This is an optimization exercise on Yosys and OpenROAD, whose aim is small area, a short achievable clock period and few clock cycles per item, not a production implementation. Function was checked by simulation only, so behaviour that the tests miss may differ from the original. Power and IR drop assume default switching activity.

File: flow/run.sh
#!/bin/bash
# synth_recipe.tcl (not shown) runs the flow's synth.tcl, then flattens the netlist and writes it again
# the make line also repeats each setting of config.mk as NAME=value (left out here)
make -C /OpenROAD-flow-scripts/flow DESIGN_CONFIG=/design/flow/config.mk WORK_HOME=/design/flow/orfs CLKGATE_MAP_FILE= SYNTH_SCRIPT=/design/flow/synth_recipe.tcl finish
File: flow/config.mk
export PLATFORM = sky130hd
export DESIGN_NAME = vliwExecCore
export DESIGN_NICKNAME = vliwExecCore
export VERILOG_FILES = /design/flow/design.v
export SDC_FILE = /design/flow/constraint.sdc
export NUM_CORES = 4
export LEC_CHECK = 0
export CAP_MARGIN = 20
export CORE_MARGIN = 2
export CORE_UTILIZATION = 40
export SLEW_MARGIN = 20
File: flow/constraint.sdc
create_clock -name core_clock -period 4.0 [get_ports {clock_i}]
set_input_delay 0.8000 -clock core_clock [delete_from_list [all_inputs] [get_ports {clock_i}]]
set_output_delay 0.8000 -clock core_clock [all_outputs]
set_load 0.01 [all_outputs]
File: flow/design.v
`default_nettype none
package isaPkg;
	localparam int DATA_W = 16;
	localparam int REG_ADDR_W = 5;
	localparam int OPCODE_W = 7;
	typedef enum logic [OPCODE_W-1:0] {
		OP_ADD = 7'd1,
		OP_SUB = 7'd2,
		OP_AND = 7'd3,
		OP_OR  = 7'd4,
		OP_XOR = 7'd5,
		OP_SHL = 7'd6,
		OP_SHR = 7'd7,
		OP_MOV = 7'd8
	} opcode_e;
	typedef logic [DATA_W-1:0] data_t;
	typedef logic [REG_ADDR_W-1:0] regAddr_t;
	typedef struct packed {
		logic overflow;
		logic underflow;
	} status_t;
endpackage
`default_nettype wire
`default_nettype none
package busPkg;
	localparam int BUNDLE_W = 90;
	localparam int COMMIT_W = 48;
	typedef struct packed {
		logic isWb;
		logic [7-1:0] opcode;
		logic [4:0] wbAddr;
		logic [15:0] pOperand;
		logic [15:0] sOperand;
	} laneOp_t;
	typedef struct packed {
		laneOp_t laneA;
		laneOp_t laneB;
	} bundle_t;
	typedef struct packed {
		logic issued;
		logic wbValid;
		logic [4:0] wbAddr;
		logic [15:0] wbData;
		logic [1:0] status;
	} laneResult_t;
	typedef struct packed {
		logic wbValid;
		logic [4:0] wbAddr;
		logic [15:0] wbData;
		logic [1:0] status;
	} commitHalf_t;
	typedef struct packed {
		commitHalf_t laneA;
		commitHalf_t laneB;
	} commit_t;
endpackage
`default_nettype wire
`default_nettype none
module creditFifo #(
	parameter int DEPTH = 4,
	parameter int WIDTH = 1
) (
	input wire logic clock_i,
	input wire logic reset_i,
	input wire logic push_i,
	input wire logic [WIDTH-1:0] item_i,
	input wire logic ready_i,
	output logic outValid_o,
	output logic [WIDTH-1:0] item_o,
	output logic [$clog2(DEPTH+1)-1:0] count_o
);
	localparam int CNT_W = $clog2(DEPTH + 1);
	localparam int PTR_W = (DEPTH > 1) ? $clog2(DEPTH) : 1;
	logic [WIDTH-1:0] mem [DEPTH];
	logic [PTR_W-1:0] rdPtr;
	logic [PTR_W-1:0] wrPtr;
	logic doPop;
	logic doPush;
	assign doPop = ready_i && (count_o != '0);
	assign doPush = push_i && ((count_o != CNT_W'(DEPTH)) || doPop);
	always_ff @(posedge clock_i)
	begin
		if (doPush)
		begin
			mem[wrPtr] <= item_i;
		end
		if (doPop)
		begin
			item_o <= mem[rdPtr];
		end
	end
	always_ff @(posedge clock_i)
	begin
		if (reset_i)
		begin
			rdPtr <= '0;
			wrPtr <= '0;
			count_o <= '0;
			outValid_o <= 1'b0;
		end
		else
		begin
			outValid_o <= doPop;
			if (doPush)
			begin
				wrPtr <= (wrPtr == PTR_W'(DEPTH - 1)) ? '0 : wrPtr + 1'b1;
			end
			if (doPop)
			begin
				rdPtr <= (rdPtr == PTR_W'(DEPTH - 1)) ? '0 : rdPtr + 1'b1;
			end
			case ({doPush, doPop})
				2'b10: count_o <= count_o + 1'b1;
				2'b01: count_o <= count_o - 1'b1;
				default: count_o <= count_o;
			endcase
		end
	end
endmodule
`default_nettype wire
`default_nettype none
module arithLane (
	input wire logic clock_i,
	input wire logic reset_i,
	input wire logic issue_i,
	input wire busPkg::laneOp_t op_i,
	output busPkg::laneResult_t result_o
);
	logic [isaPkg::DATA_W:0] sumWide;
	isaPkg::data_t aluData;
	isaPkg::status_t aluStatus;
	logic legalOp;
	logic wbValid;
	assign sumWide = {1'b0, op_i.pOperand} + {1'b0, op_i.sOperand};
	always_comb
	begin
		aluData = '0;
		aluStatus = '0;
		legalOp = 1'b1;
		case (op_i.opcode)
			isaPkg::OP_ADD:
			begin
				aluData = sumWide[isaPkg::DATA_W-1:0];
				aluStatus.overflow = sumWide[isaPkg::DATA_W];
			end
			isaPkg::OP_SUB:
			begin
				aluData = op_i.pOperand - op_i.sOperand;
				aluStatus.underflow = op_i.pOperand < op_i.sOperand;
			end
			isaPkg::OP_AND: aluData = op_i.pOperand & op_i.sOperand;
			isaPkg::OP_OR: aluData = op_i.pOperand | op_i.sOperand;
			isaPkg::OP_XOR: aluData = op_i.pOperand ^ op_i.sOperand;
			isaPkg::OP_SHL: aluData = op_i.pOperand << op_i.sOperand[3:0];
			isaPkg::OP_SHR: aluData = op_i.pOperand >> op_i.sOperand[3:0];
			isaPkg::OP_MOV: aluData = op_i.sOperand;
			default: legalOp = 1'b0;
		endcase
	end
	assign wbValid = op_i.isWb && legalOp;
	always_ff @(posedge clock_i)
	begin
		if (reset_i)
		begin
			result_o <= '0;
		end
		else
		begin
			result_o.issued <= issue_i;
			if (issue_i)
			begin
				result_o.wbValid <= wbValid;
				result_o.wbAddr <= wbValid ? op_i.wbAddr : '0;
				result_o.wbData <= wbValid ? aluData : '0;
				result_o.status <= wbValid ? aluStatus : '0;
			end
		end
	end
endmodule
`default_nettype wire
`default_nettype none
module commitMerge #(
	parameter int COMMIT_DEPTH = 4,
	parameter int COMMIT_CREDITS = 2
) (
	input wire logic clock_i,
	input wire logic reset_i,
	input wire busPkg::laneResult_t resultA_i,
	input wire busPkg::laneResult_t resultB_i,
	input wire logic commitCredit_i,
	output logic issueReady_o,
	output logic commitValid_o,
	output busPkg::commit_t commit_o
);
	localparam int CNT_W = $clog2(COMMIT_DEPTH + 1);
	localparam int CREDIT_W = (COMMIT_CREDITS > 0) ? $clog2(COMMIT_CREDITS + 1) : 1;
	localparam int ISSUE_SLACK = 3;
	busPkg::commitHalf_t halfA;
	busPkg::commitHalf_t halfB;
	busPkg::commit_t mergedRecord;
	logic sameDest;
	logic bundleDone;
	logic [CNT_W-1:0] commitCount;
	logic [CREDIT_W-1:0] creditCount;
	logic creditAvail;
	logic commitPop;
	assign sameDest = resultA_i.wbValid && resultB_i.wbValid
		&& (resultA_i.wbAddr == resultB_i.wbAddr);
	always_comb
	begin
		halfA.wbValid = resultA_i.wbValid;
		halfA.wbAddr = resultA_i.wbAddr;
		halfA.wbData = resultA_i.wbData;
		halfA.status = resultA_i.status;
		if (sameDest)
		begin
			halfA = '0;
		end
	end
	assign halfB.wbValid = resultB_i.wbValid;
	assign halfB.wbAddr = resultB_i.wbAddr;
	assign halfB.wbData = resultB_i.wbData;
	assign halfB.status = resultB_i.status;
	assign mergedRecord.laneA = halfA;
	assign mergedRecord.laneB = halfB;
	assign bundleDone = resultA_i.issued && resultB_i.issued;
	assign creditAvail = creditCount != '0;
	assign commitPop = creditAvail && (commitCount != '0);
	creditFifo #(
		.DEPTH(COMMIT_DEPTH),
		.WIDTH(busPkg::COMMIT_W)
	) commitQueue (
		.clock_i(clock_i),
		.reset_i(reset_i),
		.push_i(bundleDone),
		.item_i(mergedRecord),
		.ready_i(creditAvail),
		.outValid_o(commitValid_o),
		.item_o(commit_o),
		.count_o(commitCount)
	);
	always_ff @(posedge clock_i)
	begin
		if (reset_i)
		begin
			creditCount <= CREDIT_W'(COMMIT_CREDITS);
		end
		else
		begin
			case ({commitPop, commitCredit_i})
				2'b10: creditCount <= creditCount - 1'b1;
				2'b01: creditCount <= creditCount + 1'b1;
				default: creditCount <= creditCount;
			endcase
		end
	end
	assign issueReady_o = (int'(commitCount) + ISSUE_SLACK) <= COMMIT_DEPTH;
endmodule
`default_nettype wire
`default_nettype none
module vliwExecCore #(
	parameter int BUNDLE_DEPTH = 4,
	parameter int COMMIT_DEPTH = 4,
	parameter int COMMIT_CREDITS = 2
) (
	input wire logic clock_i,
	input wire logic reset_i,
	input wire logic bundleValid_i,
	input wire busPkg::bundle_t bundle_i,
	output wire logic bundleCredit_o,
	input wire logic commitCredit_i,
	output wire logic commitValid_o,
	output wire busPkg::commit_t commit_o
);
	logic issueStrobe;
	busPkg::bundle_t issuedBundle;
	logic issueReady;
	busPkg::laneResult_t resultA;
	busPkg::laneResult_t resultB;
	creditFifo #(
		.DEPTH(BUNDLE_DEPTH),
		.WIDTH(busPkg::BUNDLE_W)
	) bundleQueue (
		.clock_i(clock_i),
		.reset_i(reset_i),
		.push_i(bundleValid_i),
		.item_i(bundle_i),
		.ready_i(issueReady),
		.outValid_o(issueStrobe),
		.item_o(issuedBundle),
		.count_o()
	);
	assign bundleCredit_o = issueStrobe;
	arithLane laneA (
		.clock_i(clock_i),
		.reset_i(reset_i),
		.issue_i(issueStrobe),
		.op_i(issuedBundle.laneA),
		.result_o(resultA)
	);
	arithLane laneB (
		.clock_i(clock_i),
		.reset_i(reset_i),
		.issue_i(issueStrobe),
		.op_i(issuedBundle.laneB),
		.result_o(resultB)
	);
	commitMerge #(
		.COMMIT_DEPTH(COMMIT_DEPTH),
		.COMMIT_CREDITS(COMMIT_CREDITS)
	) merger (
		.clock_i(clock_i),
		.reset_i(reset_i),
		.resultA_i(resultA),
		.resultB_i(resultB),
		.commitCredit_i(commitCredit_i),
		.issueReady_o(issueReady),
		.commitValid_o(commitValid_o),
		.commit_o(commit_o)
	);
endmodule
`default_nettype wire
==> out/metrics.yaml <==
global_routing:
  antenna_found_initial: 0
  grt_usage_pct: 20.9
  use_met3_pct: 2.89
  busiest_layer: "met2"
  grt_pass1_wl_um: 139000
  met1_usage_pct: 30.8
  grt_start_max_net_pins: 91
  grt-ovfl-total: 0
  grt_use_met2_pct: 32.3
  grt_pass1_vias: 21578
die:
  die_y_um: 297
  ioPinCount: 144
  rows: 107
  dieArea_mm2: 0.0885
  core_region_area_mm2: 0.0853
  die_x_um: 297
  start_util_pct: 40.4
timing:
  finalSetupViolations: 0
  rsz0062_at_grt: "false"
  min_period_ps: 3280
  period_share_pct: 81.9
  fmax_mhz: 305
  tightest_slew_ps: 929
  finalSetupTns_ps: 0
  finClkSkew_ps: 41.2
  finalMaxSlewViolations: 0
  slew_headroom_pct: 38.1
  hold_violations: 0
  fin_ws_ps: 724
power_and_ir_drop:
  internal_power_w: 0.0195
  power.switching_w: 0.0117
  seq_power_share_pct: 36.8
  vdd_drop_max_uv: 359
  leakagePower_nw: 13.7
  power.density_mw_per_mm2: 774
  combPwrFrac_pct: 39.5
  switching_share_pct: 37.6
  clkPwrFrac_pct: 23.7
clocking:
  clock_latency_ps: 660
  clock-sinks: 757
  cts_tree: "done"
  clkTransAtPathRegs_ps: 60
  cts_resized: 0
  cts-hold-fix-buffers: 0
  cts_setup_buffers: 0
  clock_path_buffers: 3
  htree_levels: 3
  cts_root_buf: "clkbuf_16"
  cts_inserted_buffers: 81
yosys:
  ys_async_sr_fraction_pct: 0
  yosys_register_bits: 757
  synthTopCellsByCount: "edfxtp_1 (690), mux4_2 (165), nor2_1 (147)"
  synth-simple-area-share_pct: 6.79
  synth_top_area_share_pct: 60.1
  synthFlopType: "edfxtp_1"
  yosys.area_share.adder_pct: 4.53
  syn_area_per_cell_um2: 15.0
  synth.most_common_cell: "edfxtp_1"
  synthCells: 2290
  synth-compound-area-share_pct: 9.34
  ys_warn_count: 4
  synth_edf_count: 690
  syn_nets: 2505
  netlist_area_mm2: 0.0345
  yosysTopAreaCell: "edfxtp_1"
  synth_top_family_by_area: "multiplexers"
  ys_top_cells_by_area: "edfxtp_1 (60%), mux4_2 (11%), ha_1 (4.2%), dfxtp_1 (3.9%), nor2_1 (1.6%)"
  ys_types: 88
  synth_xor_area_share_pct: 0.610
  synth_mux_area_share_pct: 12.2
  seq_area_frac_synth_pct: 64.0
outcome:
  status: "timing/DRC/antenna clean"
placement:
  port-buffer-count: 143
  postPlaceCellArea_mm2: 0.0376
  place.gp.congestion: 0.960
  post-place-ws_ps: 792
  dpl.cell_count: 3552
  place_hpwl_um: 64000
final_layout:
  area_growth_pct: 17.0
  finalNonFillerCells: 3702
  drive_gt1_share_pct: 16.4
  num-fill-cells: 7330
  design_area_mm2: 0.0403
  nets: 2706
critical_path:
  critPathKind: "flop to flop"
  cp.arrival_ps: 3790
  critPathLaunchType: "flop"
  critPathRequiredTime_ps: 4510
  end_kind: "flop"
  path_max_fanout: 7
detailed_routing:
  wl_per_cell_um: 25.1
  drc: 0
  avgViaCountPerCell: 5.69
  firstDrtPassIters: 6
  routed_wl_um: 93100
  dr_total_vias: 21069
  first_iter_violations: 2025
  antenna_left: 0
job:
  drv_cap: 0
min_path:
  hold_class: "flop to flop"
==> flip-flops by register name (all words and copies together) (netlist names), 3 cells and up <==
signal                      flops
bundleQueue.item_o             90
merger.commitQueue.mem        192
bundleQueue.count_o             3
merger.commitQueue.count_o      3
bundleQueue.mem               360
laneA.result_o                 25
laneB.result_o                 24
merger.commitQueue.item_o      48
==> path summary, 6_finish.rpt <==
path              depth (start not counted)                    from                  to  slack (ps)
setup / recovery                         11  bundleQueue.item_o[16]  laneB.result_o[16]         720
hold / removal                            2       laneA.result_o[9]   laneA.result_o[9]         470
setup reg to reg                         11  bundleQueue.item_o[16]  laneB.result_o[16]         720
hold reg to reg                           2       laneA.result_o[9]   laneA.result_o[9]         470
==> placed cells by master (no fill, tap or decap), drive strengths merged, types with 38 or more instances in the layout <==
master         Yosys  routed
a21oi             99      99
inv              106     112
a22oi             39      39
clkbuf            79     105
edfxtp           690     690
nor3              40      40
mux4             165     165
mux2i             44      44
nand2            126     126
o21ai             88      88
dfxtp             67      67
buf               38      93
ha               115     115
and2              38      38
clkdlybuf4s50      0     142
nor2             149     149
==> per-layer routing <==
layer  routed length (um)  vias up
met3                 5370      141
met4                 2270        0
li1                     -     9433
met2                41800      694
met5                    0        -
met1                43600    10801
==> logic make-up after synthesis <==
kind of cell	count (synthesis)
flops	757
simple gates	482
compound gates	470
buf+inv	224
mux	212
fa+ha+maj	121
xor+xnor	24
==> metrics by stage <==
stage / utilization (%) / hold WS, ps / power [W]
final: 47.3 / 469 / 0.0312
after global routing: 47.3 / 504 / 0.0328
after CTS: 47.3 / 476 / 0.0313
after detailed placement: 44.1 / 460 / 0.0239
after global placement: 44.1 / 455 / 0.0239
after floorplan: - / 417 / 0.0192
==> layout make-up <==
type                       count  area, um^2  area share, %
multi-input combinational   1309       11500           28.7
tap                         1144        1430           3.55
clock buffer                 105        2170           5.38
timing repair buffer         235        2190           5.44
sequential                   757       22100           54.8
antenna                        1        2.50        0.00621
clock inverter                44         490           1.22
inverter                     107         402          0.996
==> critical path: stages, from the launching register on <==
cell and delay, ps:
edfxtp_1 500, ha_1 290, inv_1 70, fa_1 410
nor2b_1 180, o31ai_1 120, a21oi_1 250, a31oi_1 230
o41a_1 420, a221oi_1 350, a21oi_1 70, o31a_1 240
==> power by group through the flow <==
stage	combinational, W	clock [W]	sequential (W)
6_report	0.0123	0.00738	0.0115
3_5_place_dp	0.0122	0	0.0117
5_1_grt	0.0133	0.00786	0.0117
4_1_cts	0.0123	0.00756	0.0115
2_1_floorplan	0.00809	0	0.0111
3_3_place_gp	0.0122	0	0.0116
Testbench counts, summed over its fixed seeds: cycles 4,714, items 3,200.

-- port drivers added, routing unchanged --
Ports are ideal in the flow. The routed layout listed here was re-timed in OpenROAD.
Step 1, drivers: a clkbuf_16 drives clock_i and a buf_2 each remaining input, both assumed.
Step 2 times the ports against the registers' clock, not the clock port: input delays grow and output delays shrink by t, the midpoint of the rising clock arrivals with the driver on.
Three values: ideal ports, drivers, drivers and shift; two values: the first two.
shift t [ns]: 0.704
setup WS [ns]: 0.724 / 0.724 / 0.724
worst setup path after step 2: register to register
worst register clock-pin slew, ns: 0.08 / 0.08
cell pins on the clock port's net: 1
After both steps this run still meets setup and hold. The setup slack of this run moves by 0.000 ns with the drivers and by 0.000 ns with both steps.
